From an optimization exercise on the open Yosys and OpenROAD flow, aimed at small area; shortcuts taken in it are not production practice.
Only simulation tests tie the RTL to the original design; equivalence was not proved.

==> flow/design.v <==
package xgmii_tx_pkg;
    localparam logic [7:0] xgmii_idle   = 8'h07;
    localparam logic [7:0] xgmii_start  = 8'hfb;
    localparam logic [7:0] xgmii_term   = 8'hfd;
    localparam logic [7:0] xgmii_error  = 8'hfe;
    localparam logic [7:0] eth_preamble = 8'h55;
    localparam logic [7:0] eth_sfd      = 8'hd5;
    localparam logic [31:0] crc_poly = 32'hedb8_8320;   
    function automatic logic [31:0] crc32_byte(logic [31:0] crc, logic [7:0] b);
        logic [31:0] c;
        c = crc ^ {24'h0, b};
        for (int i = 0; i < 8; i++) begin
            if (c[0]) begin
                c = (c >> 1) ^ crc_poly;
            end else begin
                c = c >> 1;
            end
        end
        crc32_byte = c;
    endfunction
endpackage
module crc_xor2 (
    input  logic a_i,
    input  logic b_i,
    output logic y_o
);
    assign y_o = a_i ^ b_i;
endmodule
module crc_xnor2 (
    input  logic a_i,
    input  logic b_i,
    output logic y_o
);
    assign y_o = ~(a_i ^ b_i);
endmodule
module crc_aoi222 (
    input  logic a1_i, a2_i, b1_i, b2_i, c1_i, c2_i,
    output logic y_o
);
    assign y_o = ~((a1_i & a2_i) | (b1_i & b2_i) | (c1_i & c2_i));
endmodule
module crc_nand3 (
    input  logic a_i, b_i, c_i,
    output logic y_o
);
    assign y_o = ~(a_i & b_i & c_i);
endmodule
module crc32_step (
    input  logic [7:0]  x_i,     
    input  logic [7:0]  xn_i,    
    input  logic [31:8] c_i,     
    input  logic [7:0]  n_i,     
    output logic [7:0]  x_o,     
    output logic [7:0]  xn_o,    
    output logic [31:0] c_o      
);
    logic a_p03, a_p01, a_r2, a_p12, a_r3, a_p26, a_r4, a_p13, a_p47, a_r5, a_p45, a_p56, a_r7, b_q8, b_q9, b_q10, b_q11, b_q12, b_q13, b_q14, b_q15, b_q16, b_q17, b_q18, b_q19, b_q20, b_q21, b_s13_0, b_s13_1, b_s15_0, b_s17_0, b_s17_1, b_s18_0, b_s19_0, b_s19_1, b_s21_0, b_s22_0, b_s27_0, e0, e1, e2, e3, e4, e5, e6, e7;
    crc_xor2 u0 (.a_i(x_i[0]), .b_i(x_i[3]), .y_o(a_p03));
    crc_xor2 u1 (.a_i(x_i[0]), .b_i(x_i[1]), .y_o(a_p01));
    crc_xor2 u2 (.a_i(a_p01), .b_i(x_i[4]), .y_o(a_r2));
    crc_xor2 u3 (.a_i(x_i[1]), .b_i(x_i[2]), .y_o(a_p12));
    crc_xor2 u4 (.a_i(a_p12), .b_i(x_i[5]), .y_o(a_r3));
    crc_xor2 u5 (.a_i(x_i[2]), .b_i(x_i[6]), .y_o(a_p26));
    crc_xor2 u6 (.a_i(a_p03), .b_i(a_p26), .y_o(a_r4));
    crc_xor2 u7 (.a_i(x_i[1]), .b_i(x_i[3]), .y_o(a_p13));
    crc_xor2 u8 (.a_i(x_i[4]), .b_i(x_i[7]), .y_o(a_p47));
    crc_xor2 u9 (.a_i(a_p13), .b_i(a_p47), .y_o(a_r5));
    crc_xor2 u10 (.a_i(x_i[4]), .b_i(x_i[5]), .y_o(a_p45));
    crc_xor2 u11 (.a_i(x_i[5]), .b_i(x_i[6]), .y_o(a_p56));
    crc_xor2 u12 (.a_i(a_p56), .b_i(x_i[0]), .y_o(a_r7));
    crc_xor2 u13 (.a_i(xn_i[1]), .b_i(xn_i[6]), .y_o(b_q8));
    crc_xor2 u14 (.a_i(xn_i[0]), .b_i(xn_i[4]), .y_o(b_q9));
    crc_xor2 u15 (.a_i(xn_i[2]), .b_i(xn_i[3]), .y_o(b_q10));
    crc_xor2 u16 (.a_i(xn_i[5]), .b_i(xn_i[7]), .y_o(b_q11));
    crc_xor2 u17 (.a_i(xn_i[0]), .b_i(b_q8), .y_o(b_q12));
    crc_xor2 u18 (.a_i(xn_i[3]), .b_i(xn_i[4]), .y_o(b_q13));
    crc_xor2 u19 (.a_i(xn_i[5]), .b_i(b_q9), .y_o(b_q14));
    crc_xor2 u20 (.a_i(xn_i[2]), .b_i(b_q8), .y_o(b_q15));
    crc_xor2 u21 (.a_i(xn_i[2]), .b_i(b_q11), .y_o(b_q16));
    crc_xor2 u22 (.a_i(xn_i[5]), .b_i(b_q10), .y_o(b_q17));
    crc_xor2 u23 (.a_i(xn_i[6]), .b_i(xn_i[7]), .y_o(b_q18));
    crc_xor2 u24 (.a_i(xn_i[7]), .b_i(b_q8), .y_o(b_q19));
    crc_xor2 u25 (.a_i(b_q9), .b_i(b_q10), .y_o(b_q20));
    crc_xor2 u26 (.a_i(b_q13), .b_i(b_q18), .y_o(b_q21));
    crc_xor2 u27 (.a_i(xn_i[0]), .b_i(xn_i[1]), .y_o(b_s13_0));
    crc_xor2 u28 (.a_i(xn_i[5]), .b_i(b_s13_0), .y_o(b_s13_1));
    crc_xor2 u29 (.a_i(xn_i[7]), .b_i(b_q10), .y_o(b_s15_0));
    crc_xor2 u30 (.a_i(xn_i[1]), .b_i(xn_i[3]), .y_o(b_s17_0));
    crc_xor2 u31 (.a_i(b_q14), .b_i(b_s17_0), .y_o(b_s17_1));
    crc_xor2 u32 (.a_i(b_q14), .b_i(b_q15), .y_o(b_s18_0));
    crc_xor2 u33 (.a_i(b_q8), .b_i(b_q10), .y_o(b_s19_0));
    crc_xor2 u34 (.a_i(b_q11), .b_i(b_s19_0), .y_o(b_s19_1));
    crc_xor2 u35 (.a_i(xn_i[4]), .b_i(b_q16), .y_o(b_s21_0));
    crc_xor2 u36 (.a_i(xn_i[6]), .b_i(b_q17), .y_o(b_s22_0));
    crc_xor2 u37 (.a_i(b_q9), .b_i(b_q16), .y_o(c_o[24]));
    crc_xnor2 u38 (.a_i(b_q12), .b_i(b_q17), .y_o(c_o[25]));
    crc_xor2 u39 (.a_i(b_q19), .b_i(b_q20), .y_o(c_o[26]));
    crc_xor2 u40 (.a_i(xn_i[1]), .b_i(b_q11), .y_o(b_s27_0));
    crc_xor2 u41 (.a_i(b_q13), .b_i(b_s27_0), .y_o(c_o[27]));
    crc_xnor2 u42 (.a_i(xn_i[6]), .b_i(b_q14), .y_o(c_o[28]));
    crc_xor2 u43 (.a_i(b_q11), .b_i(b_q12), .y_o(c_o[29]));
    crc_xnor2 u44 (.a_i(xn_i[7]), .b_i(b_q12), .y_o(c_o[30]));
    crc_xnor2 u45 (.a_i(xn_i[1]), .b_i(xn_i[7]), .y_o(c_o[31]));
    crc_xnor2 u46 (.a_i(c_i[16]), .b_i(b_q19), .y_o(c_o[8]));
    crc_xnor2 u47 (.a_i(c_i[17]), .b_i(xn_i[7]), .y_o(c_o[9]));
    crc_xnor2 u48 (.a_i(c_i[18]), .b_i(xn_i[2]), .y_o(c_o[10]));
    crc_xnor2 u49 (.a_i(c_i[19]), .b_i(xn_i[3]), .y_o(c_o[11]));
    crc_xor2 u50 (.a_i(c_i[20]), .b_i(b_q9), .y_o(c_o[12]));
    crc_xnor2 u51 (.a_i(c_i[21]), .b_i(b_s13_1), .y_o(c_o[13]));
    crc_xnor2 u52 (.a_i(c_i[22]), .b_i(b_q15), .y_o(c_o[14]));
    crc_xnor2 u53 (.a_i(c_i[23]), .b_i(b_s15_0), .y_o(c_o[15]));
    crc_xor2 u54 (.a_i(c_i[24]), .b_i(b_q20), .y_o(c_o[16]));
    crc_xnor2 u55 (.a_i(c_i[25]), .b_i(b_s17_1), .y_o(c_o[17]));
    crc_xor2 u56 (.a_i(c_i[26]), .b_i(b_s18_0), .y_o(c_o[18]));
    crc_xor2 u57 (.a_i(c_i[27]), .b_i(b_s19_1), .y_o(c_o[19]));
    crc_xor2 u58 (.a_i(c_i[28]), .b_i(b_q21), .y_o(c_o[20]));
    crc_xor2 u59 (.a_i(c_i[29]), .b_i(b_s21_0), .y_o(c_o[21]));
    crc_xor2 u60 (.a_i(c_i[30]), .b_i(b_s22_0), .y_o(c_o[22]));
    crc_xor2 u61 (.a_i(c_i[31]), .b_i(b_q21), .y_o(c_o[23]));
    crc_xor2 u62 (.a_i(c_i[8]), .b_i(n_i[0]), .y_o(e0));
    crc_xnor2 u63 (.a_i(e0), .b_i(x_i[2]), .y_o(x_o[0]));
    crc_xnor2 u64 (.a_i(e0), .b_i(x_i[2]), .y_o(xn_o[0]));
    crc_xor2 u65 (.a_i(xn_o[0]), .b_i(n_i[0]), .y_o(c_o[0]));
    crc_xor2 u66 (.a_i(c_i[9]), .b_i(n_i[1]), .y_o(e1));
    crc_xor2 u67 (.a_i(e1), .b_i(a_p03), .y_o(x_o[1]));
    crc_xor2 u68 (.a_i(e1), .b_i(a_p03), .y_o(xn_o[1]));
    crc_xor2 u69 (.a_i(xn_o[1]), .b_i(n_i[1]), .y_o(c_o[1]));
    crc_xor2 u70 (.a_i(c_i[10]), .b_i(n_i[2]), .y_o(e2));
    crc_xnor2 u71 (.a_i(e2), .b_i(a_r2), .y_o(x_o[2]));
    crc_xnor2 u72 (.a_i(e2), .b_i(a_r2), .y_o(xn_o[2]));
    crc_xor2 u73 (.a_i(xn_o[2]), .b_i(n_i[2]), .y_o(c_o[2]));
    crc_xor2 u74 (.a_i(c_i[11]), .b_i(n_i[3]), .y_o(e3));
    crc_xnor2 u75 (.a_i(e3), .b_i(a_r3), .y_o(x_o[3]));
    crc_xnor2 u76 (.a_i(e3), .b_i(a_r3), .y_o(xn_o[3]));
    crc_xor2 u77 (.a_i(xn_o[3]), .b_i(n_i[3]), .y_o(c_o[3]));
    crc_xor2 u78 (.a_i(c_i[12]), .b_i(n_i[4]), .y_o(e4));
    crc_xor2 u79 (.a_i(e4), .b_i(a_r4), .y_o(x_o[4]));
    crc_xor2 u80 (.a_i(e4), .b_i(a_r4), .y_o(xn_o[4]));
    crc_xor2 u81 (.a_i(xn_o[4]), .b_i(n_i[4]), .y_o(c_o[4]));
    crc_xor2 u82 (.a_i(c_i[13]), .b_i(n_i[5]), .y_o(e5));
    crc_xor2 u83 (.a_i(e5), .b_i(a_r5), .y_o(x_o[5]));
    crc_xor2 u84 (.a_i(e5), .b_i(a_r5), .y_o(xn_o[5]));
    crc_xor2 u85 (.a_i(xn_o[5]), .b_i(n_i[5]), .y_o(c_o[5]));
    crc_xor2 u86 (.a_i(c_i[14]), .b_i(n_i[6]), .y_o(e6));
    crc_xor2 u87 (.a_i(e6), .b_i(a_p45), .y_o(x_o[6]));
    crc_xor2 u88 (.a_i(e6), .b_i(a_p45), .y_o(xn_o[6]));
    crc_xor2 u89 (.a_i(xn_o[6]), .b_i(n_i[6]), .y_o(c_o[6]));
    crc_xor2 u90 (.a_i(c_i[15]), .b_i(n_i[7]), .y_o(e7));
    crc_xnor2 u91 (.a_i(e7), .b_i(a_r7), .y_o(x_o[7]));
    crc_xnor2 u92 (.a_i(e7), .b_i(a_r7), .y_o(xn_o[7]));
    crc_xor2 u93 (.a_i(xn_o[7]), .b_i(n_i[7]), .y_o(c_o[7]));
endmodule
module crc32_step_last (
    input  logic [7:0]  x_i,     
    input  logic [7:0]  xn_i,    
    input  logic [31:8] c_i,     
    output logic [31:0] c_o      
);
    logic a_p03, a_p01, a_r2, a_p12, a_r3, a_p26, a_r4, a_p13, a_p47, a_r5, a_p45, a_p56, a_r7, b_q8, b_q9, b_q10, b_q11, b_q12, b_q13, b_q14, b_q15, b_q16, b_q17, b_q18, b_q19, b_q20, b_q21, b_s13_0, b_s13_1, b_s15_0, b_s17_0, b_s17_1, b_s18_0, b_s19_0, b_s19_1, b_s21_0, b_s22_0, b_s27_0;
    crc_xor2 u0 (.a_i(x_i[0]), .b_i(x_i[3]), .y_o(a_p03));
    crc_xor2 u1 (.a_i(x_i[0]), .b_i(x_i[1]), .y_o(a_p01));
    crc_xor2 u2 (.a_i(a_p01), .b_i(x_i[4]), .y_o(a_r2));
    crc_xor2 u3 (.a_i(x_i[1]), .b_i(x_i[2]), .y_o(a_p12));
    crc_xor2 u4 (.a_i(a_p12), .b_i(x_i[5]), .y_o(a_r3));
    crc_xor2 u5 (.a_i(x_i[2]), .b_i(x_i[6]), .y_o(a_p26));
    crc_xor2 u6 (.a_i(a_p03), .b_i(a_p26), .y_o(a_r4));
    crc_xor2 u7 (.a_i(x_i[1]), .b_i(x_i[3]), .y_o(a_p13));
    crc_xor2 u8 (.a_i(x_i[4]), .b_i(x_i[7]), .y_o(a_p47));
    crc_xor2 u9 (.a_i(a_p13), .b_i(a_p47), .y_o(a_r5));
    crc_xor2 u10 (.a_i(x_i[4]), .b_i(x_i[5]), .y_o(a_p45));
    crc_xor2 u11 (.a_i(x_i[5]), .b_i(x_i[6]), .y_o(a_p56));
    crc_xor2 u12 (.a_i(a_p56), .b_i(x_i[0]), .y_o(a_r7));
    crc_xor2 u13 (.a_i(xn_i[1]), .b_i(xn_i[6]), .y_o(b_q8));
    crc_xor2 u14 (.a_i(xn_i[0]), .b_i(xn_i[4]), .y_o(b_q9));
    crc_xor2 u15 (.a_i(xn_i[2]), .b_i(xn_i[3]), .y_o(b_q10));
    crc_xor2 u16 (.a_i(xn_i[5]), .b_i(xn_i[7]), .y_o(b_q11));
    crc_xor2 u17 (.a_i(xn_i[0]), .b_i(b_q8), .y_o(b_q12));
    crc_xor2 u18 (.a_i(xn_i[3]), .b_i(xn_i[4]), .y_o(b_q13));
    crc_xor2 u19 (.a_i(xn_i[5]), .b_i(b_q9), .y_o(b_q14));
    crc_xor2 u20 (.a_i(xn_i[2]), .b_i(b_q8), .y_o(b_q15));
    crc_xor2 u21 (.a_i(xn_i[2]), .b_i(b_q11), .y_o(b_q16));
    crc_xor2 u22 (.a_i(xn_i[5]), .b_i(b_q10), .y_o(b_q17));
    crc_xor2 u23 (.a_i(xn_i[6]), .b_i(xn_i[7]), .y_o(b_q18));
    crc_xor2 u24 (.a_i(xn_i[7]), .b_i(b_q8), .y_o(b_q19));
    crc_xor2 u25 (.a_i(b_q9), .b_i(b_q10), .y_o(b_q20));
    crc_xor2 u26 (.a_i(b_q13), .b_i(b_q18), .y_o(b_q21));
    crc_xor2 u27 (.a_i(xn_i[0]), .b_i(xn_i[1]), .y_o(b_s13_0));
    crc_xor2 u28 (.a_i(xn_i[5]), .b_i(b_s13_0), .y_o(b_s13_1));
    crc_xor2 u29 (.a_i(xn_i[7]), .b_i(b_q10), .y_o(b_s15_0));
    crc_xor2 u30 (.a_i(xn_i[1]), .b_i(xn_i[3]), .y_o(b_s17_0));
    crc_xor2 u31 (.a_i(b_q14), .b_i(b_s17_0), .y_o(b_s17_1));
    crc_xor2 u32 (.a_i(b_q14), .b_i(b_q15), .y_o(b_s18_0));
    crc_xor2 u33 (.a_i(b_q8), .b_i(b_q10), .y_o(b_s19_0));
    crc_xor2 u34 (.a_i(b_q11), .b_i(b_s19_0), .y_o(b_s19_1));
    crc_xor2 u35 (.a_i(xn_i[4]), .b_i(b_q16), .y_o(b_s21_0));
    crc_xor2 u36 (.a_i(xn_i[6]), .b_i(b_q17), .y_o(b_s22_0));
    crc_xor2 u37 (.a_i(b_q9), .b_i(b_q16), .y_o(c_o[24]));
    crc_xnor2 u38 (.a_i(b_q12), .b_i(b_q17), .y_o(c_o[25]));
    crc_xor2 u39 (.a_i(b_q19), .b_i(b_q20), .y_o(c_o[26]));
    crc_xor2 u40 (.a_i(xn_i[1]), .b_i(b_q11), .y_o(b_s27_0));
    crc_xor2 u41 (.a_i(b_q13), .b_i(b_s27_0), .y_o(c_o[27]));
    crc_xnor2 u42 (.a_i(xn_i[6]), .b_i(b_q14), .y_o(c_o[28]));
    crc_xor2 u43 (.a_i(b_q11), .b_i(b_q12), .y_o(c_o[29]));
    crc_xnor2 u44 (.a_i(xn_i[7]), .b_i(b_q12), .y_o(c_o[30]));
    crc_xnor2 u45 (.a_i(xn_i[1]), .b_i(xn_i[7]), .y_o(c_o[31]));
    crc_xnor2 u46 (.a_i(c_i[16]), .b_i(b_q19), .y_o(c_o[8]));
    crc_xnor2 u47 (.a_i(c_i[17]), .b_i(xn_i[7]), .y_o(c_o[9]));
    crc_xnor2 u48 (.a_i(c_i[18]), .b_i(xn_i[2]), .y_o(c_o[10]));
    crc_xnor2 u49 (.a_i(c_i[19]), .b_i(xn_i[3]), .y_o(c_o[11]));
    crc_xor2 u50 (.a_i(c_i[20]), .b_i(b_q9), .y_o(c_o[12]));
    crc_xnor2 u51 (.a_i(c_i[21]), .b_i(b_s13_1), .y_o(c_o[13]));
    crc_xnor2 u52 (.a_i(c_i[22]), .b_i(b_q15), .y_o(c_o[14]));
    crc_xnor2 u53 (.a_i(c_i[23]), .b_i(b_s15_0), .y_o(c_o[15]));
    crc_xor2 u54 (.a_i(c_i[24]), .b_i(b_q20), .y_o(c_o[16]));
    crc_xnor2 u55 (.a_i(c_i[25]), .b_i(b_s17_1), .y_o(c_o[17]));
    crc_xor2 u56 (.a_i(c_i[26]), .b_i(b_s18_0), .y_o(c_o[18]));
    crc_xor2 u57 (.a_i(c_i[27]), .b_i(b_s19_1), .y_o(c_o[19]));
    crc_xor2 u58 (.a_i(c_i[28]), .b_i(b_q21), .y_o(c_o[20]));
    crc_xor2 u59 (.a_i(c_i[29]), .b_i(b_s21_0), .y_o(c_o[21]));
    crc_xor2 u60 (.a_i(c_i[30]), .b_i(b_s22_0), .y_o(c_o[22]));
    crc_xor2 u61 (.a_i(c_i[31]), .b_i(b_q21), .y_o(c_o[23]));
    crc_xnor2 u62 (.a_i(c_i[8]), .b_i(x_i[2]), .y_o(c_o[0]));
    crc_xor2 u63 (.a_i(c_i[9]), .b_i(a_p03), .y_o(c_o[1]));
    crc_xnor2 u64 (.a_i(c_i[10]), .b_i(a_r2), .y_o(c_o[2]));
    crc_xnor2 u65 (.a_i(c_i[11]), .b_i(a_r3), .y_o(c_o[3]));
    crc_xor2 u66 (.a_i(c_i[12]), .b_i(a_r4), .y_o(c_o[4]));
    crc_xor2 u67 (.a_i(c_i[13]), .b_i(a_r5), .y_o(c_o[5]));
    crc_xor2 u68 (.a_i(c_i[14]), .b_i(a_p45), .y_o(c_o[6]));
    crc_xnor2 u69 (.a_i(c_i[15]), .b_i(a_r7), .y_o(c_o[7]));
endmodule
module crc32_d64 (
    input  logic [31:0] inv_i,     
    input  logic [63:0] beat_i,
    input  logic [7:0]  sel_i,     
    input  logic        hold_i,
    output logic [31:0] inv_o
);
    logic [31:0] chain [9];
    logic [31:0] rot   [9];
    logic [31:0] p0, p1, p2;
    logic [7:0]  x  [8];     
    logic [7:0]  xn [8];     
    assign chain[0] = inv_i;
    for (genvar j = 0; j < 8; j++) begin : g_x0
        crc_xor2 u  (.a_i(inv_i[j]), .b_i(beat_i[j]), .y_o(x[0][j]));
        crc_xor2 un (.a_i(inv_i[j]), .b_i(beat_i[j]), .y_o(xn[0][j]));
    end
    for (genvar i = 0; i < 7; i++) begin : g_step
        crc32_step step (
            .x_i  (x[i]),
            .xn_i (xn[i]),
            .c_i  (chain[i][31:8]),
            .n_i  (beat_i[8*(i+1) +: 8]),
            .x_o  (x[i+1]),
            .xn_o (xn[i+1]),
            .c_o  (chain[i+1])
        );
    end
    crc32_step_last step7 (
        .x_i  (x[7]),
        .xn_i (xn[7]),
        .c_i  (chain[7][31:8]),
        .c_o  (chain[8])
    );
    always_comb begin
        rot[0] = '0;
        for (int n = 1; n <= 8; n++) begin
            for (int p = 0; p < 4; p++) begin
                rot[n][8*p +: 8] = chain[n][8*((p - n) & 3) +: 8];
            end
        end
    end
    for (genvar b = 0; b < 32; b++) begin : g_sel
        crc_aoi222 s0 (.a1_i(sel_i[0]), .a2_i(rot[1][b]), .b1_i(sel_i[1]), .b2_i(rot[2][b]),
                       .c1_i(sel_i[2]), .c2_i(rot[3][b]), .y_o(p0[b]));
        crc_aoi222 s1 (.a1_i(sel_i[3]), .a2_i(rot[4][b]), .b1_i(sel_i[4]), .b2_i(rot[5][b]),
                       .c1_i(sel_i[5]), .c2_i(rot[6][b]), .y_o(p1[b]));
        crc_aoi222 s2 (.a1_i(sel_i[6]), .a2_i(rot[7][b]), .b1_i(sel_i[7]), .b2_i(rot[8][b]),
                       .c1_i(hold_i),   .c2_i(inv_i[b]),  .y_o(p2[b]));
        crc_nand3  s3 (.a_i(p0[b]), .b_i(p1[b]), .c_i(p2[b]), .y_o(inv_o[b]));
    end
endmodule
module xgmii_ao221 (
    input  logic a1_i, a2_i, b1_i, b2_i, c1_i,
    output logic y_o
);
    assign y_o = (a1_i & a2_i) | (b1_i & b2_i) | c1_i;
endmodule
module xgmii_tail_pack (
    input  logic        start_i,
    input  logic        data_i,
    input  logic        tail_i,
    input  logic        term_i,
    input  logic        err_i,
    input  logic [7:0]  keep_i,
    input  logic [63:0] beat_i,    
    input  logic [31:0] fcs_i,     
    output logic [63:0] d_o,
    output logic [7:0]  c_o
);
    logic       tail_ok, tail_err;
    logic [7:0] sel_d, sel_r, is_t, is_i;
    logic [7:0] ch [8];
    assign tail_ok  = tail_i & ~err_i;
    assign tail_err = tail_i & err_i;
    always_comb begin
        for (int j = 0; j < 8; j++) begin
            sel_d[j] = data_i | (tail_ok & keep_i[j]) | (tail_err && j >= 1 && j <= 6);
            sel_r[j] = tail_ok & ~keep_i[j] & ((j < 4) ? 1'b1 : keep_i[(j+4)%8]);
            if (j < 4) sel_r[j] = sel_r[j] | (term_i & keep_i[j+4]);
            if (j < 4) begin
                is_t[j] = term_i & keep_i[j+3] & ~keep_i[(j+4)%8];
            end else if (j == 4) begin
                is_t[j] = term_i & keep_i[7];
            end else begin
                is_t[j] = tail_ok & keep_i[j-5] & ~keep_i[j-4];
            end
            if (j == 7) is_t[j] = is_t[j] | tail_err;
            is_i[j] = ~(sel_d[j] | sel_r[j] | is_t[j] | start_i | (tail_err && j == 0));
        end
        for (int j = 0; j < 8; j++) begin
            ch[j] = ({8{is_i[j]}} & xgmii_tx_pkg::xgmii_idle) |
                    ({8{is_t[j]}} & xgmii_tx_pkg::xgmii_term);
        end
        ch[0] = ch[0] | ({8{start_i}} & xgmii_tx_pkg::xgmii_start) |
                        ({8{tail_err}} & xgmii_tx_pkg::xgmii_error);
        for (int j = 1; j < 7; j++) ch[j] = ch[j] | ({8{start_i}} & xgmii_tx_pkg::eth_preamble);
        ch[7] = ch[7] | ({8{start_i}} & xgmii_tx_pkg::eth_sfd);
        for (int j = 0; j < 8; j++) begin
            c_o[j] = ~(sel_d[j] | sel_r[j] | (start_i && j != 0));
        end
    end
    for (genvar j = 0; j < 8; j++) begin : g_lane
        for (genvar b = 0; b < 8; b++) begin : g_bit
            xgmii_ao221 o (.a1_i(sel_d[j]), .a2_i(beat_i[8*j+b]), .b1_i(sel_r[j]),
                           .b2_i(fcs_i[8*(j%4)+b]), .c1_i(ch[j][b]), .y_o(d_o[8*j+b]));
        end
    end
endmodule
module tx_frame_ctrl (
    input  logic       rst,
    input  logic       tvalid_i,
    input  logic       tlast_i,
    input  logic       err_i,
    input  logic [7:0] keep_i,
    input  logic       tready_i,
    input  logic       start_i,     
    input  logic       data_i,      
    input  logic       last_i,      
    input  logic       tail_i,      
    input  logic       term_i,      
    output logic       tready_o,
    output logic       start_o,
    output logic       data_o,
    output logic       last_o,
    output logic       tail_o,
    output logic       term_o,
    output logic [7:0] sel_o,       
    output logic       hold_o       
);
    logic accept;
    logic beat;      
    logic more;      
    assign accept = tvalid_i & tready_i;
    assign beat   = start_i | data_i;
    assign more   = tail_i & ~err_i & keep_i[3];
    assign start_o  = ~rst & accept & ~beat;
    assign data_o   = ~rst & accept & beat;
    assign last_o   = ~rst & accept & tlast_i;
    assign tail_o   = ~rst & last_i;
    assign term_o   = ~rst & more;
    assign tready_o = ~rst & (tready_i ? ~(accept & tlast_i) : ~(last_i | more));
    always_comb begin
        for (int k = 0; k < 7; k++) begin
            sel_o[k] = beat & last_i & keep_i[k] & ~keep_i[k+1];
        end
        sel_o[7] = beat & (~last_i | keep_i[7]);
    end
    assign hold_o = tail_i | term_i;
endmodule
module axis_xgmii_tx (
    input  logic        clk,
    input  logic        rst,
    input  logic [63:0] tdata_i,
    input  logic [7:0]  tkeep_i,
    input  logic        tvalid_i,
    input  logic        tlast_i,
    input  logic        tuser_i,
    output logic        tready_o,
    output logic [63:0] xgmii_d_o,
    output logic [7:0]  xgmii_c_o
);
    logic [63:0] d1_q;      
    logic [63:0] d2_q;      
    logic [31:0] crc_q;     
    logic [31:0] crc_d;
    logic [7:1]  keep_q;    
    logic        err_q;
    logic        tready_q, start_q, data_q, last_q, tail_q, term_q;
    logic        tready_d, start_d, data_d, last_d, tail_d, term_d;
    logic        hold;
    logic [7:0]  sel;
    tx_frame_ctrl ctrl0 (
        .rst      (rst),
        .tvalid_i (tvalid_i),
        .tlast_i  (tlast_i),
        .err_i    (err_q),
        .keep_i   ({keep_q, 1'b1}),
        .tready_i (tready_q),
        .start_i  (start_q),
        .data_i   (data_q),
        .last_i   (last_q),
        .tail_i   (tail_q),
        .term_i   (term_q),
        .tready_o (tready_d),
        .start_o  (start_d),
        .data_o   (data_d),
        .last_o   (last_d),
        .tail_o   (tail_d),
        .term_o   (term_d),
        .sel_o    (sel),
        .hold_o   (hold)
    );
    crc32_d64 crc0 (
        .inv_i  (crc_q),
        .beat_i (d1_q),
        .sel_i  (sel),
        .hold_i (hold),
        .inv_o  (crc_d)
    );
    xgmii_tail_pack pack0 (
        .start_i (start_q),
        .data_i  (data_q),
        .tail_i  (tail_q),
        .term_i  (term_q),
        .err_i   (err_q),
        .keep_i  ({keep_q, 1'b1}),
        .beat_i  (d2_q),
        .fcs_i   (crc_q),
        .d_o     (xgmii_d_o),
        .c_o     (xgmii_c_o)
    );
    assign tready_o = tready_q;
    always_ff @(posedge clk) begin
        d1_q     <= tdata_i;
        d2_q     <= d1_q;
        crc_q    <= crc_d;
        tready_q <= tready_d;
        start_q  <= start_d;
        data_q   <= data_d;
        last_q   <= last_d;
        tail_q   <= tail_d;
        term_q   <= term_d;
    end
    always_ff @(posedge clk) begin
        if (tready_q) begin
            keep_q <= tkeep_i[7:1];
            err_q  <= tuser_i;
        end
    end
endmodule
==> flow/flow/run.sh <==
#!/bin/bash
# Layout: the standard flow (standard synthesis unchanged), with the port buffers made of
# the smallest plain buffer and downsizing where slack allows.
set -euo pipefail
export BUFFER_PORTS_ARGS="-buffer_cell sky130_fd_sc_hd__buf_1"
export RECOVER_POWER=100
bash standard.sh > standard_flow.log 2>&1
==> flow/standard.sh <==
#!/bin/bash
# synth_recipe.tcl (not shown) runs the flow's synth.tcl, then flattens the netlist and writes it again
# the make line also repeats each setting of config.mk as NAME=value (left out here)
make -C /OpenROAD-flow-scripts/flow DESIGN_CONFIG=/design/flow/config.mk WORK_HOME=/design/flow/orfs CLKGATE_MAP_FILE= SYNTH_SCRIPT=/design/flow/synth_recipe.tcl "${@:-finish}"
==> flow/config.mk <==
export PLATFORM = sky130hd
export DESIGN_NAME = axis_xgmii_tx
export DESIGN_NICKNAME = axis_xgmii_tx
export VERILOG_FILES = /design/flow/design.v
export SDC_FILE = /design/flow/constraint.sdc
export NUM_CORES = 4
export LEC_CHECK = 0
export CAP_MARGIN = 20
export CORE_MARGIN = 2
export CORE_UTILIZATION = 40
export CTS_BUF_LIST = sky130_fd_sc_hd__clkbuf_8
export GPL_TIMING_DRIVEN = 0
export SETUP_SLACK_MARGIN = 0.05
export SLEW_MARGIN = 20
export SYNTH_HIERARCHICAL = 1
==> flow/constraint.sdc <==
create_clock -name core_clock -period 9.0 [get_ports {clk}]
set_input_delay 1.8000 -clock core_clock [delete_from_list [all_inputs] [get_ports {clk}]]
set_output_delay 1.8000 -clock core_clock [all_outputs]
set_load 0.01 [all_outputs]
==> results of run 1 <==
modules after synthesis (local to each module, per instance), excerpt:
module / area, sq um / flops+latches / cells / times used
axis_xgmii_tx: 3570 / 174 / 175 / 1
crc_xor2: 8.76 / 0 / 1 / 588
crc_nand3: 5.00 / 0 / 1 / 32
crc_aoi222: 10.0 / 0 / 1 / 96
xgmii_tail_pack: 552 / 0 / 99 / 1
tx_frame_ctrl: 176 / 0 / 24 / 1
xgmii_ao221: 10.0 / 0 / 1 / 64
crc_xnor2: 8.76 / 0 / 1 / 156
worst min-delay path by stage:
stage               slack [ps]      from  cells past startpoint        to
floorplan                  370   d1_q[0]                      0   d2_q[0]
global placement           380  d1_q[22]                      0  d2_q[22]
detailed placement         390   d1_q[6]                      0   d2_q[6]
CTS                        400   d1_q[7]                      0   d2_q[7]
global route               410  d1_q[10]                      0  d2_q[10]
finish                     390  d1_q[55]                      0  d2_q[55]
timing repair:
action	CTS	global route
buffers inserted	1	16
pin swaps	5	9
resized for setup	58	65
setup endpoints to repair	22	23
stage by stage:
stage	std cells	TNS, ps	instance area, sq um	hold slack (ps)
finish	1842	0	15300	392
global placement	1782	-10440	13600	384
detailed placement	1793	-9450	13900	385
global route	1842	-45.9	15300	410
CTS	1826	0	14700	400
floorplan	1238	0	12600	373
cell type report:
| class | count | share of cell area [%] |
|---|---|---|
| clock inverters | 12 | 0.564 |
| plain buffers | 8 | 0.221 |
| flip-flops and latches | 174 | 23.3 |
| inverters | 4 | 0.0981 |
| clock buffers | 20 | 1.80 |
| repair buffers | 176 | 5.51 |
| well taps | 396 | 3.24 |
| multi-input cells | 1052 | 65.3 |
logic make-up after synthesis:
group,after synthesis,share of synthesized area [%]
and+or+nand+nor,111,5.01
DFF,174,28.3
xor gates and xnor gates,744,51.8
other,1,0.0298
AOI/OAI and AO/OA,192,14.4
buffers and inverters,12,0.428
cells in the final DEF, fill, tap and decap left out, types with 24 or more instances in the layout:
| cell type | instances |
|---|---|
| xor2_1 | 495 |
| dfxtp_1 | 165 |
| buf_1 | 148 |
| xnor2_1 | 133 |
| a222oi_1 | 96 |
| xor2_2 | 87 |
| a221o_1 | 64 |
| nand3_1 | 32 |
| nor2_1 | 24 |
synthesized netlist by cell type (all sizes together), types with 8 or more instances:
library cell,count
edfxtp,8
a222oi,96
xor2,588
nor3b,8
a221o,64
nand2b,11
o21ai,16
dfxtp,166
nand3,32
nand2,10
nor2,24
xnor2,156
flip-flops by register name, indices dropped and copies added, names as in the netlist:
signal / cells
last_q: 1
term_q: 1
data_q: 1
tail_q: 1
tready_q: 1
d2_q: 64
start_q: 1
d1_q: 64
err_q: 1
crc_q: 32
keep_q: 7
routing by layer:
metal	GRT usage [%]	wire [um]	vias up
met5	0	0	-
met4	14.6	2410	0
met3	4.78	4270	101
met2	43.7	20800	586
met1	40.4	20900	5194
li1	-	-	4733
==> impl_metrics.csv, run 1 <==
group,metric,value,unit
setup_path,r2r_end,"crc_q[22]",
routing,drc,0,
global_routing,grt_overflow,0,
synth,ys_ff_latch,174,
setup_path,crit_fanout,5,
sta,post-route-period-util,96.4,%
status,so.violations,"capacitance limit, slew limit",
setup_path,critPathBufInv,0,
setup_path,crit_path_max_incr_delay,560,ps
synth,synthDistinctLibCells,39,
synth,syn_inst,1234,
routing,vias_per_cell,5.76,
clock_tree,cts_hold_buf,0,
floorplan,core-area,30700,sq um
routing,avgRoutedWirePerCell,26.3,um
sta,finalHoldViolCount,0,
setup_path,critical-path-top-delay-family,"XOR/XNOR gates",
place,gp_congestion,0.985,
global_routing,antenna_found_initial,0,
setup_path,startpoint,"crc_q[0]",
sta,relSlewSlack,-7.97,%
synth,syn-mean-instance-area,10.2,sq um
setup_path,crit_arrival,9070,ps
final_layout,final_core_util,49.8,%
setup_path,criticalPathCategory,"flop to flop",
global_routing,grt_first_pass_wirelength,69500,um
setup_path,worstSetupEndpointType,"flop",
clock_tree,cts_made_buffers,17,
sta,period_minus_slack,8680,ps
place,portBuffers,148,
final_layout,layout.nets,1510,
floorplan,die_h,181,um
floorplan,row_count,64,
clock_tree,cts_tree,"done",
routing,drt_first_pass_iters,9,
place,place_ws,-1080,ps
hold_path,worst_hold_path_type,"flop to flop",
setup_path,r2r-start,"crc_q[0]",
final_layout,seqCellArea,3560,sq um
setup_path,start_kind,"flop",
synth,synth-async-reset-ratio,0,%
routing,routed_wl,48400,um
floorplan,io_pins,150,
clock_tree,clockBufferDepth,2,
synth,synth_area,12600,sq um
clock_tree,cts_sinks,174,
final_layout,nFillCells,2924,
clock_tree,clk_latency,520,ps
setup_path,reg2reg_depth,26,
sta,max_freq,115,MHz
floorplan,die_area,32900,sq um
synth,synth_area_leader_cell,"xor2_1",
final_layout,diodes,0,
sta,clock_skew,26.8,ps
routing,dr_total_vias,10600,
clock_tree,htree_levels,4,
synth,synth.area.top_cells,"xor2_1 (41%), dfxtp_1 (26%), xnor2_1 (11%), a222oi_1 (7.6%), a221o_1 (5.1%)",
setup_path,slowest_stage,"dfxtp_1",
status,status,"complete, but fails checks",
sta,worstMarginPinSlew,1600,ps
run,maxCapViolations,1,
final_layout,multiInputGateArea,9980,sq um
synth,synthFlopType,"dfxtp_1",
sta,fin_ws,324,ps
clock_tree,clockRootBuffer,"clkbuf_8",
routing,drtIter0Drc,1541,
final_layout,drive_gt1_share,13.3,%
floorplan,start_util,40.9,%
global_routing,grt_pass1_vias,10400,
setup_path,path_common_cell,"xor2_1",
synth,ys_seq_area_share,28.3,%
sta,setup_viol,0,
setup_path,required,9400,ps
floorplan,die_x,181,um
final_layout,syn_to_final_growth,21.7,%
clock_tree,clk_pin_slew,100,ps
synth,synth-edff-count,8,
place,dpl.hpwl,38100,um
synth,synth_top_cell_area_share,41.0,%
routing,antenna_left,0,
setup_path,crit_path_end,"crc_q[22]",
setup_path,regToRegSetupSlack,320,ps
synth,yosys_warnings,18,
sta,maxSlewViolCount,9,
global_routing,grt_max_degree,33,
global_routing,grtUsageTotal,29.1,%
setup_path,crit_cells,26,
==> inputs of run 2 (changes only) <==
--- a/flow/config.mk
+++ b/flow/config.mk
@@ -9,3 +9,3 @@
 export CORE_MARGIN = 2
-export CORE_UTILIZATION = 40
+export CORE_UTILIZATION = 60
 export CTS_BUF_LIST = sky130_fd_sc_hd__clkbuf_8
==> impl_metrics.csv, run 2 <==
group,metric,value,unit
sta,maxSlewViolCount,0,
synth,ys_seq_area_share,28.3,%
final_layout,drive_gt1_share,12.6,%
synth,synth.area.top_cells,"xor2_1 (41%), dfxtp_1 (26%), xnor2_1 (11%), a222oi_1 (7.6%), a221o_1 (5.1%)",
place,dpl.hpwl,35700,um
synth,synth-async-reset-ratio,0,%
final_layout,final_common_cell,"xor2_1",
setup_path,slowest_stage,"xor2_1",
synth,synth-edff-count,8,
global_routing,grt_overflow,0,
setup_path,worstSetupEndpointType,"flop",
final_layout,diodes,0,
floorplan,io_pins,150,
setup_path,path_common_cell,"xor2_1",
setup_path,start_kind,"flop",
routing,avgRoutedWirePerCell,27.1,um
synth,synth_top_cells_by_count,"xor2_1 (588), dfxtp_1 (166), xnor2_1 (156), a222oi_1 (96), a221o_1 (64)",
clock_tree,cts_made_buffers,17,
hold_path,worst_hold_path_type,"flop to flop",
global_routing,grtUsageTotal,41.1,%
floorplan,row_count,52,
floorplan,die_h,149,um
clock_tree,clk_pin_slew,120,ps
setup_path,required,9360,ps
run,maxCapViolations,0,
sta,relSlewSlack,19.3,%
routing,dr_total_vias,11100,
setup_path,criticalPathCategory,"flop to flop",
routing,drtIter0Drc,1950,
clock_tree,htree_levels,4,
clock_tree,cts_sinks,174,
clock_tree,clk_latency,490,ps
sta,hold_ws,400,ps
global_routing,antenna_found_initial,0,
place,gp_congestion,1.00,
clock_tree,cts_tree,"done",
global_routing,grt_pass1_vias,10500,
sta,finalHoldViolCount,0,
synth,synth_area_leader_cell,"xor2_1",
setup_path,crit_arrival,9170,ps
synth,synth.most_common_cell,"xor2_1",
synth,yosys_warnings,18,
sta,max_freq,114,MHz
final_layout,nFillCells,1566,
sta,finalSetupTns,0,ps
clock_tree,clockBufferDepth,2,
synth,ys_ff_latch,174,
final_layout,layout.cells.most_common_list,"xor2_1 (514), dfxtp_1 (166), buf_1 (148), xnor2_1 (126), a222oi_1 (96)",
final_layout,reg_top3,"d1_q (64), d2_q (64), crc_q (32)",
final_layout,layout.nets,1513,
routing,antenna_left,0,
synth,syn_inst,1234,
floorplan,die_x,149,um
setup_path,crit_path_max_incr_delay,710,ps
synth,syn-mean-instance-area,10.2,sq um
routing,drc,0,
global_routing,grt_max_degree,33,
place,dp.cells,1670,
synth,synth_area,12600,sq um
synth,synth_top_cell_area_share,41.0,%
final_layout,final_core_util,73.8,%
synth,synthFlopType,"dfxtp_1",
final_layout,syn_to_final_growth,19.9,%
status,status,"complete, no violations",
sta,period_minus_slack,8810,ps
routing,vias_per_cell,6.47,
sta,worstMarginPinSlew,1200,ps
synth,synthDistinctLibCells,39,
setup_path,crit_fanout,5,
routing,drt_first_pass_iters,9,
routing,routed_wl,46600,um
floorplan,start_util,61.5,%
sta,clock_skew,19.1,ps
sta,post-route-period-util,97.9,%
sta,setup_viol,0,
global_routing,grt_first_pass_wirelength,66400,um
floorplan,core-area,20400,sq um
final_layout,instances_no_fill,1718,
clock_tree,cts_hold_buf,0,
place,portBuffers,148,
clock_tree,clockRootBuffer,"clkbuf_8",
floorplan,die_area,22100,sq um
[run 2: cell count changes in the layout (fill, tap and decap cells not counted), sizes merged]
cell / before / now
inv: 10 / 11
clkinv: 4 / 6
clkbuf: 26 / 23
buf: 178 / 181
clkinvlp: 2 / 0
bufinv: 0 / 1
[run 2: layout make-up]
class / instances / area (sq um) / share of cell area (%)
Clock inverter: 14 / 174 / 1.15
Inverter: 4 / 15.0 / 0.0996
Tap cell: 270 / 338 / 2.24
Sequential cell: 174 / 3560 / 23.6
Multi-Input combinational cell: 1052 / 9830 / 65.3
Timing Repair Buffer: 179 / 877 / 5.82
Buffer: 8 / 33.8 / 0.224
Clock buffer: 17 / 234 / 1.55
[run 2: timing repair]
action,4_1_cts,5_1_grt
buffers inserted,0,17
gates resized for setup,40,62
pin swaps,0,10
setup endpoints to repair,20,28
[run 2: per-layer routing]
metal	wire (um)	vias to the layer above	GRT usage [%]
met4	3310	0	24.0
met3	5370	167	7.49
met1	18200	5350	56.3
met2	19700	830	60.6
li1	-	4761	-
met5	0	-	0
[run 2: final timing paths]
check                 from         to  slack, ps  depth (start not counted)
hold / removal     d1_q[3]    d2_q[3]        400                          0
setup reg to reg  crc_q[1]  crc_q[18]        190                         25
hold reg to reg    d1_q[3]    d2_q[3]        400                          0
setup / recovery  crc_q[1]  crc_q[18]        190                         25
[run 2: Yosys stat by module (local to each module, per instance), a selection]
| module | cell area [sq um] | flip-flops and latches | cells inside |
|---|---|---|---|
| tx_frame_ctrl | 176 | 0 | 24 |
| crc_aoi222 | 10.0 | 0 | 1 |
| crc_xnor2 | 8.76 | 0 | 1 |
| crc_xor2 | 8.76 | 0 | 1 |
| xgmii_tail_pack | 552 | 0 | 99 |
| axis_xgmii_tx | 3570 | 174 | 175 |
| crc_nand3 | 5.00 | 0 | 1 |
| xgmii_ao221 | 10.0 | 0 | 1 |
[run 2: critical path: cells and delay by family, from the launching register on]
kind	cells	cell delay (ps)
compound gates	1	220
xor+xnor	23	7780
flops	1	570
simple gates	1	110
[run 2: kinds of logic (layout without fill, tap and decap cells)]
kind of cell / Yosys count / after routing / synth area share [%]
flops: 174 / 174 / 28.3
other cells: 1 / 5 / 0.0298
simple gates: 111 / 111 / 5.01
buf+inv: 12 / 222 / 0.428
compound gates: 192 / 192 / 14.4
xor+xnor: 744 / 744 / 51.8
[run 2: stage by stage]
stage          instance area (sq um)  setup WS, ps
2_1_floorplan                  12600          1350
4_1_cts                        14500          44.8
3_3_place_gp                   13500          -932
3_5_place_dp                   13800          -526
6_report                       15100           193
5_1_grt                        15100         -28.2
==> inputs of run 3 (changes only) <==
==> flow/flow/run.sh (replaced) <==
#!/bin/bash
# Layout: the standard flow (standard synthesis unchanged), with the input and
# output port buffers made of the smallest plain buffer cell.
set -euo pipefail
export BUFFER_PORTS_ARGS="-buffer_cell sky130_fd_sc_hd__buf_1"
bash standard.sh > standard_flow.log 2>&1
--- a/flow/config.mk
+++ b/flow/config.mk
@@ -9,6 +9,6 @@
 export CORE_MARGIN = 2
-export CORE_UTILIZATION = 60
+export CORE_UTILIZATION = 50
 export CTS_BUF_LIST = sky130_fd_sc_hd__clkbuf_8
 export GPL_TIMING_DRIVEN = 0
-export SETUP_SLACK_MARGIN = 0.05
+export SETUP_SLACK_MARGIN = 0.1
 export SLEW_MARGIN = 20
==> impl_metrics.csv, run 3 <==
group,metric,value,unit
status,status,"complete, no violations",
routing,vias_per_cell,6.06,
synth,ys_seq_area_share,28.3,%
final_layout,layout.nets,1510,
floorplan,core-area,25000,sq um
clock_tree,cts_sinks,174,
place,place_ws,-585,ps
setup_path,worstSetupEndpointType,"flop",
routing,antenna_left,0,
final_layout,diodes,0,
place,dpl.hpwl,37000,um
global_routing,grt_first_pass_wirelength,66700,um
global_routing,grt_overflow,0,
synth,syn-mean-instance-area,10.2,sq um
sta,finalHoldViolCount,0,
synth,synth_top_cell_area_share,41.0,%
final_layout,reg_top3,"d1_q (64), d2_q (64), crc_q (32)",
synth,synth_top_cells_by_count,"xor2_1 (588), dfxtp_1 (166), xnor2_1 (156), a222oi_1 (96), a221o_1 (64)",
routing,avgRoutedWirePerCell,26.5,um
floorplan,die_h,163,um
setup_path,crit_arrival,9120,ps
synth,syn_inst,1234,
routing,drc,0,
synth,synth.area.top_cells,"xor2_1 (41%), dfxtp_1 (26%), xnor2_1 (11%), a222oi_1 (7.6%), a221o_1 (5.1%)",
run,maxCapViolations,0,
sta,rsz0062_at_grt,"true",
setup_path,r2r-start,"crc_q[3]",
hold_path,worst_hold_path_type,"flop to flop",
clock_tree,clk_latency,480,ps
place,gp_congestion,0.953,
synth,synth-async-reset-ratio,0,%
floorplan,start_util,50.4,%
final_layout,final_core_util,60.5,%
final_layout,layout.cells.most_common_list,"xor2_1 (517), dfxtp_1 (166), buf_1 (148), xnor2_1 (130), a222oi_1 (96)",
place,dpl_cell_area,13900,sq um
floorplan,row_count,58,
synth,synth_area_leader_cell,"xor2_1",
sta,post-route-period-util,97.8,%
setup_path,startpoint,"crc_q[3]",
routing,routed_wl,47100,um
sta,hold_ws,394,ps
final_layout,instances_no_fill,1776,
final_layout,design_area,15100,sq um
floorplan,die_x,163,um
synth,ys_ff_latch,174,
sta,setup_viol,0,
sta,clock_skew,23.1,ps
clock_tree,cts_tree,"done",
setup_path,start_kind,"flop",
place,dp.cells,1732,
setup_path,crit_fanout,8,
clock_tree,htree_levels,4,
sta,fin_ws,201,ps
synth,synth.most_common_cell,"xor2_1",
clock_tree,clk_pin_slew,110,ps
synth,yosys_warnings,18,
synth,synth-edff-count,8,
sta,worstMarginPinSlew,1080,ps
synth,synthDistinctLibCells,39,
final_layout,syn_to_final_growth,20.1,%
global_routing,grtUsageTotal,35.0,%
synth,synth_area,12600,sq um
global_routing,grt_max_degree,33,
floorplan,io_pins,150,
sta,max_freq,114,MHz
routing,dr_total_vias,10800,
clock_tree,cts_made_buffers,17,
global_routing,grt_pass1_vias,10300,
sta,maxSlewViolCount,0,
setup_path,crit_path_end,"crc_q[22]",
final_layout,drive_gt1_share,12.2,%
floorplan,die_area,26400,sq um
synth,synthFlopType,"dfxtp_1",
routing,drtIter0Drc,1731,
place,portBuffers,148,
setup_path,regToRegSetupSlack,200,ps
sta,relSlewSlack,27.1,%
clock_tree,clockBufferDepth,2,
final_layout,final_common_cell,"xor2_1",
setup_path,required,9320,ps
global_routing,antenna_found_initial,0,
clock_tree,cts_hold_buf,0,
clock_tree,clockRootBuffer,"clkbuf_8",
sta,period_minus_slack,8800,ps
final_layout,nFillCells,2205,
routing,drt_first_pass_iters,7,
setup_path,reg2reg_depth,25,
setup_path,r2r_end,"crc_q[22]",
hold_path,hp-start,"d1_q[12]",
sta,finalSetupTns,0,ps
setup_path,criticalPathCategory,"flop to flop",
run 3: cell counts after synthesis:
No cell type changed its count.
run 3: timing repair:
item | 4_1_cts | 5_1_grt
setup endpoints to repair | 21 | 29
pin swaps | 2 | 4
gates resized for setup | 45 | 49
buffers inserted | 1 | 11
run 3: how the worst min path moves through the flow:
stage               end  slack [ps]  cells after the start
3_3_place_gp   d2_q[45]         390                      0
2_1_floorplan   d2_q[0]         370                      0
5_1_grt        d2_q[12]         410                      0
6_report       d2_q[12]         390                      0
3_5_place_dp   d2_q[45]         380                      0
4_1_cts        d2_q[12]         390                      0
run 3: modules after synthesis (local to each module, per instance), a selection:
module / copies in the design / flops+latches / cell area, sq um
axis_xgmii_tx: 1 / 174 / 3570
crc_aoi222: 96 / 0 / 10.0
crc_nand3: 32 / 0 / 5.00
crc_xnor2: 156 / 0 / 8.76
crc_xor2: 588 / 0 / 8.76
tx_frame_ctrl: 1 / 0 / 176
xgmii_ao221: 64 / 0 / 10.0
xgmii_tail_pack: 1 / 0 / 552
run 3: routing by layer:
metal | routed length [um] | vias up | part of all wire [%] | global-route usage, %
met5 | 0 | - | 0 | 0
met4 | 3000 | 0 | 6.4 | 19.9
met3 | 4680 | 129 | 9.9 | 5.40
met2 | 20300 | 671 | 43 | 52.2
met1 | 19200 | 5197 | 41 | 48.3
li1 | - | 4763 | - | -
run 3: layout make-up:
type                       instances  area [sq um]  share of cell area [%]
multi-input combinational       1052          9800                    64.9
sequential                       174          3560                    23.6
timing repair buffer             176           881                    5.83
tap                              330           413                    2.73
clock buffer                      17           234                    1.55
clock inverter                    15           154                    1.02
buffer                             8          38.8                   0.257
inverter                           4          15.0                  0.0994
run 3: critical path, cell delays in order, from the launching register on:
cell and delay [ps]:
dfxtp_1 580, xor2_1 360, xor2_2 350, xor2_2 330
xor2_2 370, xor2_1 280, xor2_2 410, xor2_2 280
xor2_1 200, xor2_1 160, xnor2_2 680, xor2_1 300
xnor2_1 360, xor2_1 160, xnor2_1 400, xor2_1 450
xor2_1 360, xor2_1 370, xor2_1 210, xnor2_2 600
xor2_2 460, xor2_1 310, xor2_1 220, xor2_1 90
a222oi_1 220, nand3_1 110
run 3: cells by family after synthesis:
| group | after synthesis | synth area share [%] |
|---|---|---|
| AND/OR/NAND/NOR | 111 | 5.01 |
| XOR/XNOR | 744 | 51.8 |
| flip-flops | 174 | 28.3 |
| AO/OA/AOI/OAI | 192 | 14.4 |
| other | 1 | 0.0298 |
| buffers and inverters | 12 | 0.428 |
==> inputs of run 4 (changes only) <==
--- a/flow/config.mk
+++ b/flow/config.mk
@@ -9,6 +9,6 @@
 export CORE_MARGIN = 2
-export CORE_UTILIZATION = 50
+export CORE_UTILIZATION = 40
 export CTS_BUF_LIST = sky130_fd_sc_hd__clkbuf_8
 export GPL_TIMING_DRIVEN = 0
-export SETUP_SLACK_MARGIN = 0.1
+export SETUP_SLACK_MARGIN = 0.05
 export SLEW_MARGIN = 20
==> impl_metrics.csv, run 4 <==
group,metric,value,unit
synth,synth_top_cells_by_count,"xor2_1 (588), dfxtp_1 (166), xnor2_1 (156), a222oi_1 (96), a221o_1 (64)",
sta,clock_skew,27.2,ps
clock_tree,htree_levels,4,
floorplan,start_util,40.9,%
sta,maxSlewViolCount,0,
sta,post-route-period-util,96.1,%
place,portBuffers,148,
routing,dr_total_vias,10600,
sta,relSlewSlack,33.8,%
floorplan,die_h,181,um
synth,ys_ff_latch,174,
routing,routed_wl,48400,um
clock_tree,cts_hold_buf,0,
clock_tree,clockBufferDepth,2,
global_routing,grt_pass1_vias,10400,
final_layout,seqCellArea,3560,sq um
global_routing,grt_first_pass_wirelength,69500,um
floorplan,core-area,30700,sq um
synth,synthFlopType,"dfxtp_1",
synth,syn-mean-instance-area,10.2,sq um
run,maxCapViolations,0,
final_layout,nFillCells,2918,
synth,synth_area_leader_cell,"xor2_1",
clock_tree,clockRootBuffer,"clkbuf_8",
routing,avgRoutedWirePerCell,26.3,um
routing,drc,0,
hold_path,worst_hold_path_type,"flop to flop",
clock_tree,clk_pin_slew,100,ps
setup_path,crit_path_max_incr_delay,610,ps
synth,synthDistinctLibCells,39,
sta,worstMarginPinSlew,982,ps
final_layout,final_core_util,49.8,%
setup_path,worstSetupEndpointType,"flop",
clock_tree,cts_sinks,174,
global_routing,antenna_found_initial,0,
setup_path,slowest_stage,"dfxtp_1",
final_layout,design_area,15300,sq um
global_routing,grt_overflow,0,
setup_path,path_common_cell,"xor2_1",
setup_path,start_kind,"flop",
synth,synth-edff-count,8,
synth,synth_top_cell_area_share,41.0,%
setup_path,criticalPathCategory,"flop to flop",
global_routing,grt_max_degree,33,
sta,period_minus_slack,8650,ps
final_layout,layout.cells.most_common_list,"xor2_1 (494), dfxtp_1 (165), buf_1 (148), xnor2_1 (133), a222oi_1 (96)",
setup_path,crit_fanout,5,
sta,finalHoldViolCount,0,
synth,synth.area.top_cells,"xor2_1 (41%), dfxtp_1 (26%), xnor2_1 (11%), a222oi_1 (7.6%), a221o_1 (5.1%)",
synth,synth_area,12600,sq um
routing,drtIter0Drc,1488,
synth,syn_inst,1234,
global_routing,grtUsageTotal,29.1,%
sta,setup_viol,0,
sta,rsz0062_at_grt,"false",
final_layout,final_common_cell,"xor2_1",
place,gp_congestion,0.985,
clock_tree,cts_tree,"done",
status,status,"complete, no violations",
synth,synth.most_common_cell,"xor2_1",
setup_path,critical-path-top-delay-family,"XOR/XNOR gates",
place,dpl.hpwl,38100,um
setup_path,crit_arrival,9050,ps
clock_tree,cts_made_buffers,17,
final_layout,layout.nets,1510,
synth,yosys_warnings,18,
floorplan,die_x,181,um
final_layout,syn_to_final_growth,21.9,%
clock_tree,clk_latency,520,ps
setup_path,required,9400,ps
synth,ys_seq_area_share,28.3,%
setup_path,critPathBufInv,1,
synth,synth-async-reset-ratio,0,%
sta,max_freq,116,MHz
routing,vias_per_cell,5.75,
place,dpl_cell_area,13900,sq um
floorplan,die_area,32900,sq um
routing,drt_first_pass_iters,6,
floorplan,io_pins,150,
final_layout,drive_gt1_share,13.6,%
final_layout,reg_top3,"d1_q (64), d2_q (64), crc_q (32)",
routing,antenna_left,0,
final_layout,multiInputGateArea,10000,sq um
floorplan,row_count,64,
==> run 4: cell counts after synthesis <==
No cell type changed its count.
==> run 4: per-module statistics from Yosys, one instance, submodules excluded, a selection <==
module / cell area (sq um) / times used / flip-flops and latches / cells inside
axis_xgmii_tx: 3570 / 1 / 174 / 175
tx_frame_ctrl: 176 / 1 / 0 / 24
xgmii_ao221: 10.0 / 64 / 0 / 1
crc_aoi222: 10.0 / 96 / 0 / 1
crc_xor2: 8.76 / 588 / 0 / 1
crc_xnor2: 8.76 / 156 / 0 / 1
crc_nand3: 5.00 / 32 / 0 / 1
==> run 4: worst reg2reg max path: cells and delay by family, from the launching register on <==
| kind | cells | cell delay [ps] |
|---|---|---|
| compound gates | 1 | 240 |
| buf+inv | 1 | 190 |
| simple gates | 1 | 120 |
| xor+xnor | 24 | 7380 |
| flops | 1 | 610 |
==> run 4: path summary, 6_finish.rpt <==
kind,start,endpoint,slack (ps),cells past startpoint
worst min-delay path,d1_q[49],d2_q[49],400,0
worst max-delay path,crc_q[1],crc_q[22],350,27
worst min register to register,d1_q[49],d2_q[49],400,0
worst max register to register,crc_q[1],crc_q[22],350,27
==> run 4: what timing repair did <==
action | CTS | global route
setup endpoints to repair | 22 | 23
gates resized for setup | 58 | 65
cloned | 0 | 0
pin swaps | 5 | 9
setup buffers | 1 | 16
==> run 4: cell families (layout without fill, tap and decap cells) <==
family          count (synthesis)  in the layout  synth area share [%]
buf+inv                        12            220                 0.428
compound gates                192            192                  14.4
other cells                     1              6                0.0298
xor+xnor                      744            744                  51.8
simple gates                  111            111                  5.01
flops                         174            174                  28.3
==> run 4: final cells by class <==
cell class                 count  area share [%]
tap                          396            3.23
clock inverter                12           0.563
inverter                       4          0.0980
buffer                         8           0.253
timing repair buffer         176            5.50
sequential                   174            23.3
clock buffer                  20            1.80
multi-input combinational   1052            65.3
antenna                        1          0.0163
==> run 4: per-layer routing <==
layer  global-route usage, %  vias to the layer above  share of wire, %
met5                       0                        -                 0
li1                        -                     4729                 -
met2                    43.7                      576                43
met3                    4.78                       99               8.4
met1                    40.4                     5201                44
met4                    14.6                        0               4.9
==> run 4: per-stage QoR <==
step / setup TNS (ps) / worst slack, ps / instances / hold WS [ps]
2_1_floorplan: 0 / 1350 / 1238 / 373
3_3_place_gp: -10440 / -1110 / 1782 / 384
3_5_place_dp: -9450 / -1080 / 1793 / 385
4_1_cts: 0 / 54.3 / 1826 / 400
5_1_grt: 0 / 21.8 / 1842 / 410
6_report: 0 / 348 / 1843 / 395
==> inputs of run 5 (changes only) <==
--- a/flow/config.mk
+++ b/flow/config.mk
@@ -11,3 +11,3 @@
 export CTS_BUF_LIST = sky130_fd_sc_hd__clkbuf_8
-export GPL_TIMING_DRIVEN = 0
+export GPL_TIMING_DRIVEN = 1
 export SETUP_SLACK_MARGIN = 0.05
==> impl_metrics.csv, run 5 <==
group,metric,value,unit
status,status,"complete, no violations",
clock_tree,clk_latency,510,ps
setup_path,crit_arrival,8960,ps
floorplan,row_count,64,
floorplan,core-area,30700,sq um
synth,synth-edff-count,8,
synth,synth_fa_ha_area_share,0,%
place,dp.cells,1877,
synth,ys_ff_latch,174,
routing,drtIter0Drc,1603,
sta,worstMarginPinSlew,1040,ps
synth,syn-mean-instance-area,10.2,sq um
sta,relSlewSlack,30.0,%
clock_tree,postCtsSetupRepairBufs,0,
synth,synthFlopType,"dfxtp_1",
final_layout,nFillCells,3010,
synth,ys_seq_area_share,28.3,%
sta,finalHoldViolCount,0,
setup_path,critical-path-top-delay-family,"XOR/XNOR gates",
synth,yosys_warnings,18,
clock_tree,clk_pin_slew,120,ps
final_layout,drive_gt1_share,10.6,%
synth,synthDistinctLibCells,39,
sta,rsz0062_at_grt,"false",
synth,synth_top_cells_by_count,"xor2_1 (588), dfxtp_1 (166), xnor2_1 (156), a222oi_1 (96), a221o_1 (64)",
clock_tree,clockRootBuffer,"clkbuf_8",
routing,antenna_left,0,
floorplan,die_x,181,um
synth,synthMuxAreaShare,0,%
setup_path,start_kind,"flop",
synth,synth_compound_area_share,14.4,%
routing,dr_total_vias,11000,
setup_path,required,9380,ps
clock_tree,cts_made_buffers,17,
final_layout,syn_to_final_growth,18.8,%
final_layout,diodes,0,
synth,synth-async-reset-ratio,0,%
sta,maxSlewViolCount,0,
global_routing,use_met1,40.2,%
synth,synthSimpleGateAreaFrac,5.01,%
place,gp_congestion,1.02,
setup_path,crit_fanout,4,
final_layout,reg_top3,"d1_q (64), d2_q (64), crc_q (32)",
global_routing,busiest_layer,"met2",
global_routing,met2_usage,42.8,%
routing,avgRoutedWirePerCell,25.3,um
routing,drt_first_pass_iters,9,
synth,synth.area.top_cells,"xor2_1 (41%), dfxtp_1 (26%), xnor2_1 (11%), a222oi_1 (7.6%), a221o_1 (5.1%)",
setup_path,criticalPathCategory,"flop to flop",
hold_path,worst_hold_path_type,"flop to flop",
final_layout,layout.cells.most_common_list,"xor2_1 (580), dfxtp_1 (166), xnor2_1 (153), buf_1 (148), buf_4 (103)",
run,maxCapViolations,0,
synth,synth.most_common_cell,"xor2_1",
global_routing,met3_usage,5.91,%
synth,synth_area_leader_cell,"xor2_1",
floorplan,die_h,181,um
sta,finalSetupTns,0,ps
synth,synth_area,12600,sq um
final_layout,final_core_util,48.6,%
global_routing,grt_pass1_vias,10700,
floorplan,die_area,32900,sq um
sta,clock_skew,23.4,ps
sta,period_minus_slack,8580,ps
final_layout,final_common_cell,"xor2_1",
final_layout,multiInputGateArea,9090,sq um
setup_path,path_common_cell,"xor2_1",
global_routing,grt_max_degree,33,
setup_path,crit_path_max_incr_delay,650,ps
clock_tree,cts_sinks,174,
synth,synth_top_cell_area_share,41.0,%
global_routing,antenna_found_initial,0,
synth,synth_xor_area_share,51.8,%
clock_tree,clockBufferDepth,2,
sta,post-route-period-util,95.3,%
floorplan,start_util,40.9,%
global_routing,grtUsageTotal,29.0,%
place,portBuffers,148,
global_routing,grt_overflow,0,
sta,setup_viol,0,
setup_path,worstSetupEndpointType,"flop",
setup_path,slowest_stage,"xor2_1",
routing,drc,0,
floorplan,io_pins,150,
place,dpl.hpwl,38000,um
final_layout,instances_no_fill,1909,
routing,vias_per_cell,5.77,
setup_path,critPathBufInv,2,
routing,routed_wl,48300,um
final_layout,seqCellArea,3560,sq um
clock_tree,cts_tree,"done",
synth,synth_top_family_by_area,"XOR/XNOR gates",
clock_tree,htree_levels,4,
setup_path,regToRegSetupSlack,420,ps
synth,syn_inst,1234,
global_routing,grt_first_pass_wirelength,70100,um
sta,max_freq,117,MHz
final_layout,layout.nets,1577,
-- run 5: cell count changes in the layout (fill, tap and decap cells not counted), sizes merged --
cell / delta
buf: +71
clkbuf: -7
bufinv: +3
clkinvlp: -1
diode: -1
inv: +1
-- run 5: kinds of logic after synthesis --
logic type,after synthesis
other,1
AND/OR/NAND/NOR,111
flip-flops,174
buffers and inverters,12
AO/OA/AOI/OAI,192
XOR/XNOR,744
-- run 5: path summary, 6_finish.rpt --
check / to / from / cells past startpoint
max reg2reg: crc_q[18] / crc_q[3] / 27
min reg2reg: d2_q[10] / d1_q[10] / 0
min: d2_q[10] / d1_q[10] / 0
max: crc_q[18] / crc_q[3] / 27
-- run 5: stage by stage --
| stage | cell area, sq um | worst slack, ps | hold slack, ps |
|---|---|---|---|
| CTS | 14900 | 518 | 380 |
| floorplan | 12600 | 1350 | 373 |
| detailed placement | 14400 | 625 | 387 |
| global route | 14900 | 56.9 | 404 |
| finish | 14900 | 422 | 378 |
| global placement | 14400 | 542 | 383 |
-- run 5: per-layer routing --
layer | vias up | routed length, um
li1 | 4946 | -
met1 | 5330 | 20600
met2 | 647 | 20400
met3 | 99 | 4900
met4 | 0 | 2410
met5 | - | 0
-- run 5: Yosys stat by module, one instance, submodules excluded, a selection --
module           flip-flops and latches  area, sq um
crc_nand3                             0         5.00
xgmii_tail_pack                       0          552
crc_xnor2                             0         8.76
xgmii_ao221                           0         10.0
tx_frame_ctrl                         0          176
crc_xor2                              0         8.76
crc_aoi222                            0         10.0
axis_xgmii_tx                       174         3570
-- run 5: what timing repair did --
| item | CTS | global route |
|---|---|---|
| gates resized for setup | 0 | 10 |
| endpoints found under the setup margin | 0 | 9 |
| hold buffers | 0 | 0 |
-- run 5: layout make-up --
class | instances | area share, %
clock buffer | 17 | 1.57
tap | 396 | 3.32
sequential | 174 | 23.9
inverter | 4 | 0.101
clock inverter | 15 | 1.37
timing repair buffer | 251 | 8.90
multi-input combinational | 1052 | 60.9

-- what the ideal ports hide --
How much do the figures lean on ideal ports? The routed layouts below were timed once more, with nothing changed but the port constraints.
Step 1 (the two cells are an assumption about what drives the block):
set clk [get_ports {clk}]
set_driving_cell -lib_cell sky130_fd_sc_hd__clkbuf_16 $clk
set_driving_cell -lib_cell sky130_fd_sc_hd__buf_2 [delete_from_list [all_inputs] $clk]
Step 2 also shifts input and output timing later by t, the mid clock arrival at the registers, as if the neighbouring blocks saw the same clock.
Slacks: ideal ports / drivers / drivers and shift; pairs: ideal ports / drivers.
run | t, ns | setup slack, ns | worst setup path at the end | latest minus earliest clock arrival (ns) | worst data-port slew with drivers (ns)
run 1 | 0.548 | 0.324 / 0.324 / 0.324 | register to register | 0.027 / 0.027 | 0.04
run 2 | 0.522 | 0.193 / 0.193 / 0.193 | register to register | 0.019 / 0.019 | 0.04
run 3 | 0.508 | 0.201 / 0.201 / 0.201 | register to register | 0.024 / 0.023 | 0.04
run 4 | 0.549 | 0.348 / 0.348 / 0.348 | register to register | 0.027 / 0.027 | 0.04
run 5 | 0.538 | 0.422 / 0.422 / 0.422 | register to register | 0.023 / 0.024 | 0.04
